Source: an optimization exercise on an open RTL-to-GDS flow (aim: small area, a short achievable clock period and few clock cycles). Production flows keep margins and buffers that such runs may drop.
Function was checked by simulation only, so behaviour that the tests miss may differ from the original.

==> build 45: inputs <==
==> flow/design.v <==
package tlv_pkg;
	localparam logic [4:0] ALGO_COUNT   = 5'd20;
	localparam logic [2:0] HDR_BYTES    = 3'd6;
	localparam logic [1:0] OUTER_FIELDS = 2'd3;
	localparam logic [1:0] INNER_FIELDS = 2'd2;
	localparam logic [1:0] KIND_OTHER  = 2'd0;
	localparam logic [1:0] KIND_DIGEST = 2'd1;
	localparam logic [1:0] KIND_PATH   = 2'd2;
	typedef struct packed {
		logic        first;
		logic [31:0] total_length;
		logic [7:0]  data_byte;
	} tlv_in_t;
	typedef struct packed {
		logic [1:0] byte_kind;
		logic [7:0] value_byte;
		logic [4:0] algo_code;
		logic       done_res;
		logic       status;
	} tlv_res_t;
	function automatic logic [6:0] digest_size(input logic [4:0] algo);
		logic [6:0] s;
		begin
			case (algo)
				5'd0, 5'd1, 5'd8, 5'd14:                  s = 7'd16;
				5'd2, 5'd3, 5'd15:                        s = 7'd20;
				5'd16:                                    s = 7'd24;
				5'd7:                                     s = 7'd28;
				5'd4, 5'd9, 5'd11, 5'd17, 5'd18:          s = 7'd32;
				5'd10:                                    s = 7'd40;
				5'd5, 5'd12:                              s = 7'd48;
				5'd6, 5'd13, 5'd19:                       s = 7'd64;
				default:                                  s = 7'd0;
			endcase
			digest_size = s;
		end
	endfunction
endpackage
module tlv_digest_list_validator (
	input  logic        clk,
	input  logic        arst_n,
	input  logic        s_axis_tvalid,
	output logic        s_axis_tready,
	input  logic [39:0] s_axis_tdata,   
	input  logic        s_axis_tuser,   
	output logic        m_axis_tvalid,
	input  logic        m_axis_tready,
	output logic [15:0] m_axis_tdata,   
	output logic [2:0]  m_axis_tuser,   
	output logic        m_axis_tlast    
);
	logic        first;
	logic [31:0] tl;
	logic [7:0]  b;
	assign first = s_axis_tuser;
	assign tl    = s_axis_tdata[31:0];
	assign b     = s_axis_tdata[39:32];
	logic        open_q, failed_q, vld_q;
	logic [4:0]  algo_q;
	logic [31:0] ot_q, il_q, vl_q;
	logic [2:0]  hc_q;
	logic [1:0]  field_q;
	logic        fb_q, nest_q, val_q, pf_q;
	logic [1:0]  kind_q;
	logic [7:0]  byte_q;
	logic        done_q;
	logic take;
	assign s_axis_tready = !vld_q || m_axis_tready;
	assign take          = s_axis_tvalid && s_axis_tready;
	logic [31:0] avail, len;
	logic [23:0] len_hi;
	logic        hi_gt, hi_eq, lo_ge;
	logic        hdr_end_out, hc0, hc1, hc5, len0, len_ge, dig_bad, fail_end, fail_c, enter_nest;
	logic        ol_one, il_one, vl_one, vl_two;
	assign avail  = nest_q ? il_q : ot_q;           
	assign len    = {vl_q[23:0], b};                
	assign hc0    = (hc_q == 3'd0);
	assign hc1    = (hc_q == 3'd1);
	assign hc5    = (hc_q == 3'd5);
	assign len0   = (len == 32'd0);
	assign len_hi = vl_q[23:0];
	assign hi_gt  = (len_hi > avail[31:8]);
	assign hi_eq  = (len_hi == avail[31:8]);
	assign lo_ge  = (b >= avail[7:0]);
	assign len_ge = hi_gt || (hi_eq && lo_ge);
	assign ol_one = pf_q ? (ot_q == 32'd2) : (ot_q == 32'd1);    
	assign il_one = (il_q == 32'd1);
	assign vl_one = (vl_q == 32'd1);
	assign vl_two = (vl_q == 32'd2);
	assign dig_bad = (algo_q >= tlv_pkg::ALGO_COUNT)
		|| (len != {25'd0, tlv_pkg::digest_size(algo_q)});
	assign fail_end = fb_q || len_ge || (!len0 && (nest_q
		? (field_q == 2'd0 && dig_bad)
		: ((field_q == 2'd0 && len != 32'd2) || (field_q == 2'd1 && len != 32'd4))));
	assign fail_c = val_q
		? (!nest_q && field_q == 2'd0 && vl_one && (fb_q || b >= 8'd20))
		: (hc0 ? (avail < 32'd6) : (hc5 && fail_end));
	assign enter_nest = !val_q && hc5 && !nest_q && field_q == 2'd2 && !len0;
	assign hdr_end_out = !val_q && hc5 && !nest_q;
	function automatic logic [31:0] dec(input logic [31:0] x, input logic t);
		logic z;
		z = 1'b1;
		for (int i = 0; i < 32; i++) begin
			dec[i] = x[i] ^ (t && z);
			z = z && !x[i];
		end
	endfunction
	logic [31:0] ot_d, il_d, vl_d, ot_hi;
	logic [2:0]  hc_d;
	logic [1:0]  field_d, kind_d;
	logic [4:0]  algo_d;
	logic        fb_d, nest_d, val_d, open_d, failed_d, done_d, algo_ok;
	assign algo_ok = open_q && !failed_q && val_q && !nest_q && field_q == 2'd0 && vl_one
		&& !fb_q && b < 8'd20;
	always_comb begin
		ot_hi   = dec({1'b0, ot_q[31:1]}, take && (pf_q || !ot_q[0]));
		ot_d    = (take && first) ? tl : {ot_hi[30:0], ot_q[0] ^ (take && !pf_q)};
		il_d    = (take && hdr_end_out) ? len : dec(il_q, take);   
		vl_d    = (take && !(val_q && !first)) ? len : dec(vl_q, take);
		field_d = (!val_q && hc1) ? b[1:0] : field_q;
		if (first) begin
			open_d   = (tl[31:1] != 31'd0);
			done_d   = (tl[31:1] == 31'd0);
			failed_d = (tl[31:3] == 29'd0) && (tl[2:0] != 3'd0) && (tl[2:0] < 3'd6);
			algo_d   = tlv_pkg::ALGO_COUNT;
			nest_d   = 1'b0;
			val_d    = 1'b0;
			hc_d     = 3'd1;
			fb_d     = (b != 8'd0);
			kind_d   = tlv_pkg::KIND_OTHER;
		end else begin
			open_d   = open_q && !ol_one;
			done_d   = open_q && ol_one;
			failed_d = failed_q || (open_q && fail_c);
			algo_d   = algo_ok ? b[4:0] : algo_q;
			nest_d   = enter_nest || (nest_q && !il_one);
			if (val_q) begin
				val_d = !vl_one;
				hc_d  = 3'd0;
				fb_d  = (b != 8'd0);
			end else begin
				val_d = hc5 && !len0 && !enter_nest;
				hc_d  = hc5 ? 3'd0 : hc_q + 3'd1;
				fb_d  = hc0 ? (b != 8'd0)
					: hc1 ? (fb_q || b >= (nest_q ? {6'd0, tlv_pkg::INNER_FIELDS}
					                               : {6'd0, tlv_pkg::OUTER_FIELDS}))
					: fb_q;
			end
			if (open_q && !failed_q && val_q && nest_q)
				kind_d = (field_q == 2'd0) ? tlv_pkg::KIND_DIGEST : tlv_pkg::KIND_PATH;
			else
				kind_d = tlv_pkg::KIND_OTHER;
		end
	end
	always_ff @(posedge clk or negedge arst_n) begin
		if (!arst_n) begin
			open_q   <= 1'b0;
			failed_q <= 1'b0;
			algo_q   <= tlv_pkg::ALGO_COUNT;
			vld_q    <= 1'b0;
		end else begin
			if (take) begin
				open_q   <= open_d;
				failed_q <= failed_d;
				algo_q   <= algo_d;
			end
			vld_q <= take || (vld_q && !m_axis_tready);
		end
	end
	always_ff @(posedge clk) begin
		ot_q <= ot_d;
		il_q <= il_d;
		vl_q <= vl_d;
		if (take) begin
			pf_q    <= first;
			hc_q    <= hc_d;
			field_q <= field_d;
			fb_q    <= fb_d;
			nest_q  <= nest_d;
			val_q   <= val_d;
			kind_q  <= kind_d;
			byte_q  <= (kind_d != tlv_pkg::KIND_OTHER) ? b : 8'd0;
			done_q  <= done_d;
		end
	end
	assign m_axis_tvalid = vld_q;
	assign m_axis_tdata  = {3'd0, algo_q, byte_q};
	assign m_axis_tuser  = {failed_q, kind_q};
	assign m_axis_tlast  = done_q;
endmodule
==> flow/flow/run.sh <==
#!/bin/bash
# Standard layout with two changes: the port buffers are the smallest plain buffer instead
# of the delay buffer buffer_ports picks by default (repair may still upsize them), and the
# clock tree is built from smaller buffers without dummy loads.
set -o pipefail
export BUFFER_PORTS_ARGS="-buffer_cell sky130_fd_sc_hd__buf_1"
export CTS_ARGS="-sink_clustering_enable -repair_clock_nets -buf_list sky130_fd_sc_hd__clkbuf_8 -dont_use_dummy_load"
bash standard.sh > standard.log 2>&1
==> flow/standard.sh <==
#!/bin/bash
# synth_recipe.tcl (not shown) runs the flow's synth.tcl, then flattens the netlist and writes it again
# the make line also repeats each setting of config.mk as NAME=value (left out here)
make -C /OpenROAD-flow-scripts/flow DESIGN_CONFIG=/design/flow/config.mk WORK_HOME=/design/flow/orfs CLKGATE_MAP_FILE= SYNTH_SCRIPT=/design/flow/synth_recipe.tcl "${@:-finish}"
==> flow/config.mk <==
export PLATFORM = sky130hd
export DESIGN_NAME = tlv_digest_list_validator
export DESIGN_NICKNAME = tlv_digest_list_validator
export VERILOG_FILES = /design/flow/design.v
export SDC_FILE = /design/flow/constraint.sdc
export NUM_CORES = 4
export LEC_CHECK = 0
export CAP_MARGIN = 20
export CORE_MARGIN = 2
export CORE_UTILIZATION = 40
export SETUP_SLACK_MARGIN = 3.7
export SLEW_MARGIN = 20
==> flow/constraint.sdc <==
create_clock -name core_clock -period 6.0 [get_ports {clk}]
set_input_delay 1.2000 -clock core_clock [delete_from_list [all_inputs] [get_ports {clk}]]
set_output_delay 1.2000 -clock core_clock [all_outputs]
set_load 0.01 [all_outputs]
==> trial 20 (differences from build 45) <==
--- a/flow/design.v
+++ b/flow/design.v
@@ -61,6 +61,6 @@
 	logic [2:0]  hc_q;
 	logic [1:0]  field_q;
-	logic        fb_q, nest_q, val_q, pf_q;
-	logic [1:0]  kind_q;
+	logic        fb_q, nest_q, val_q, pf_q, ah_q;
+	logic        kv_q;      
 	logic [7:0]  byte_q;
 	logic        done_q;
@@ -94,5 +94,5 @@
 		: ((field_q == 2'd0 && len != 32'd2) || (field_q == 2'd1 && len != 32'd4))));
 	assign fail_c = val_q
-		? (!nest_q && field_q == 2'd0 && vl_one && (fb_q || b >= 8'd20))
+		? (ah_q && (fb_q || b >= 8'd20))
 		: (hc0 ? (avail < 32'd6) : (hc5 && fail_end));
 	assign enter_nest = !val_q && hc5 && !nest_q && field_q == 2'd2 && !len0;
@@ -108,9 +108,8 @@
 	logic [31:0] ot_d, il_d, vl_d, ot_hi;
 	logic [2:0]  hc_d;
-	logic [1:0]  field_d, kind_d;
+	logic [1:0]  field_d;
 	logic [4:0]  algo_d;
-	logic        fb_d, nest_d, val_d, open_d, failed_d, done_d, algo_ok;
-	assign algo_ok = open_q && !failed_q && val_q && !nest_q && field_q == 2'd0 && vl_one
-		&& !fb_q && b < 8'd20;
+	logic        fb_d, nest_d, val_d, open_d, failed_d, done_d, algo_ok, ah_d, kv_d;
+	assign algo_ok = open_q && ah_q && !fb_q && b < 8'd20;    
 	always_comb begin
 		ot_hi   = dec({1'b0, ot_q[31:1]}, take && (pf_q || !ot_q[0]));
@@ -128,6 +127,8 @@
 			hc_d     = 3'd1;
 			fb_d     = (b != 8'd0);
-			kind_d   = tlv_pkg::KIND_OTHER;
+			kv_d     = 1'b0;
+			ah_d     = 1'b0;
 		end else begin
+			ah_d     = open_q && !failed_q && val_q && !nest_q && field_q == 2'd0 && vl_two;
 			open_d   = open_q && !ol_one;
 			done_d   = open_q && ol_one;
@@ -147,8 +148,5 @@
 					: fb_q;
 			end
-			if (open_q && !failed_q && val_q && nest_q)
-				kind_d = (field_q == 2'd0) ? tlv_pkg::KIND_DIGEST : tlv_pkg::KIND_PATH;
-			else
-				kind_d = tlv_pkg::KIND_OTHER;
+			kv_d     = open_q && !failed_q && val_q && nest_q;
 		end
 	end
@@ -174,4 +172,5 @@
 		if (take) begin
 			pf_q    <= first;
+			ah_q    <= ah_d;
 			hc_q    <= hc_d;
 			field_q <= field_d;
@@ -179,12 +178,14 @@
 			nest_q  <= nest_d;
 			val_q   <= val_d;
-			kind_q  <= kind_d;
-			byte_q  <= (kind_d != tlv_pkg::KIND_OTHER) ? b : 8'd0;
+			kv_q    <= kv_d;
+			byte_q  <= b;
 			done_q  <= done_d;
 		end
 	end
 	assign m_axis_tvalid = vld_q;
-	assign m_axis_tdata  = {3'd0, algo_q, byte_q};
-	assign m_axis_tuser  = {failed_q, kind_q};
+	assign m_axis_tdata  = {3'd0, algo_q, kv_q ? byte_q : 8'd0};
+	assign m_axis_tuser  = {failed_q, kv_q ? ((field_q == 2'd0) ? tlv_pkg::KIND_DIGEST
+	                                                         : tlv_pkg::KIND_PATH)
+	                                     : tlv_pkg::KIND_OTHER};
 	assign m_axis_tlast  = done_q;
 endmodule
--- a/flow/flow/run.sh
+++ b/flow/flow/run.sh
@@ -5,4 +5,4 @@
 set -o pipefail
 export BUFFER_PORTS_ARGS="-buffer_cell sky130_fd_sc_hd__buf_1"
-export CTS_ARGS="-sink_clustering_enable -repair_clock_nets -buf_list sky130_fd_sc_hd__clkbuf_8 -dont_use_dummy_load"
+export CTS_ARGS="-sink_clustering_enable -repair_clock_nets -buf_list sky130_fd_sc_hd__clkbuf_4 -dont_use_dummy_load"
 bash standard.sh > standard.log 2>&1
--- a/flow/config.mk
+++ b/flow/config.mk
@@ -8,5 +8,5 @@
 export CAP_MARGIN = 20
 export CORE_MARGIN = 2
-export CORE_UTILIZATION = 40
-export SETUP_SLACK_MARGIN = 3.7
+export CORE_UTILIZATION = 30
+export SETUP_SLACK_MARGIN = 3.3
 export SLEW_MARGIN = 20
==> build 8 (differences from build 45) <==
--- a/flow/config.mk
+++ b/flow/config.mk
@@ -8,5 +8,5 @@
 export CAP_MARGIN = 20
 export CORE_MARGIN = 2
-export CORE_UTILIZATION = 40
-export SETUP_SLACK_MARGIN = 3.7
+export CORE_UTILIZATION = 55
+export SETUP_SLACK_MARGIN = 3.3
 export SLEW_MARGIN = 20
==> impl_metrics.toml <==
[setup_path]
critical_path_cell_count = 3

[final_layout]
finalCoreUtilization_pct = 33.7
nonClockInverterCount = 20
antennaDiodeCount = 2
footprint_of_the_multi_input_gates_um2 = 4500

[timing]
timing.fmax_mhz = 368

[power]
power.net_switching_uw = 951
combinational_group_share_of_total_power_pct = 29.4

[route]
avgViaCountPerCell = 5.20

[run_status]
run_status = "timing/DRC/antenna clean"

[logic_synthesis]
netlist_area_um2 = 7440

[floorplanning]
std_cell_rows = 57
initial_core_util_pct = 30.6
# the run above: trial 20

==> impl_metrics.toml <==
[run_status]
run_status = "timing/DRC/antenna clean"

[power]
power.net_switching_uw = 1020
sw_frac_of_total_pct = 37.5
combinational_group_share_of_total_power_pct = 29.0

[final_layout]
finalCoreUtilization_pct = 63.1
nonClockInverterCount = 18
proportion_of_cell_area_occupied_by_multi_input_gates_pct = 55.7
layoutNonFillerInstCount = 1110
antennaDiodeCount = 0

[setup_path]
cp_slowest_cell = "edfxtp_1"
critical_path_cell_count = 11

[floorplanning]
initial_core_util_pct = 56.0
std_cell_rows = 42

[timing]
timing.fmax_mhz = 347

[logic_synthesis]
netlist_area_um2 = 7380

[route]
avgViaCountPerCell = 5.92

[global_route]
grt_overflow = 0
# the run above: build 8

==> impl_metrics.toml <==
[global_route]
grt_use_met2_pct = 34.6

[logic_synthesis]
netlist_area_um2 = 7380

[final_layout]
finalCoreUtilization_pct = 53.3
footprint_of_the_multi_input_gates_um2 = 5200
nonClockInverterCount = 19
multi_input_gates = 698
antennaDiodeCount = 0

[setup_path]
end_kind = "flip-flop"
worstSetupEndpoint = "failed_q"

[power]
power.net_switching_uw = 1130
combinational_group_share_of_total_power_pct = 31.6

[placed_design]
gp_congestion = 0.904

[floorplanning]
std_cell_rows = 49
initial_core_util_pct = 41.0

[route]
avgViaCountPerCell = 5.72

[timing]
min_period_ps = 2750

[run_status]
run_status = "timing/DRC/antenna clean"

[clock_tree]
clkSinkCount = 124
# the run above: build 45

Testbench counts of build 45, summed over its fixed seeds: cycles 61,216.
Testbench counts of trial 20, summed over its fixed seeds: cycles 61,216.
Testbench counts of build 8, summed over its fixed seeds: cycles 61,216.

## afterwards: timing with drivers on the ports
Ports are ideal in the flow. The routed layouts listed here were re-timed in OpenROAD. Step 1: set_driving_cell puts a clkbuf_16 on clk and a buf_2 on each other input, an assumption about the parent block. Step 2 adds t to the input delays and takes it off the output delays; t is the mean of the earliest and latest rising clock arrival at the registers after step 1. Input paths then give back, and output paths get back, about the clock's delay inside the block. Slacks: ideal / step 1 / step 2; pairs: ideal / step 1.
run	shift t [ns]	slack for setup (ns)	worst data-port slew with drivers (ns)	pins driven straight from the clock port
build 45	0.478	3.253 / 3.241 / 2.820	0.03	1
trial 20	0.561	3.283 / 3.261 / 2.860	0.04	1
build 8	0.480	3.119 / 3.119 / 2.762	0.03	1
After both steps setup and hold are still met in every run listed. For build 45, which loses most, drivers alone change the setup slack by -0.012 ns; drivers and shift together by -0.433 ns.
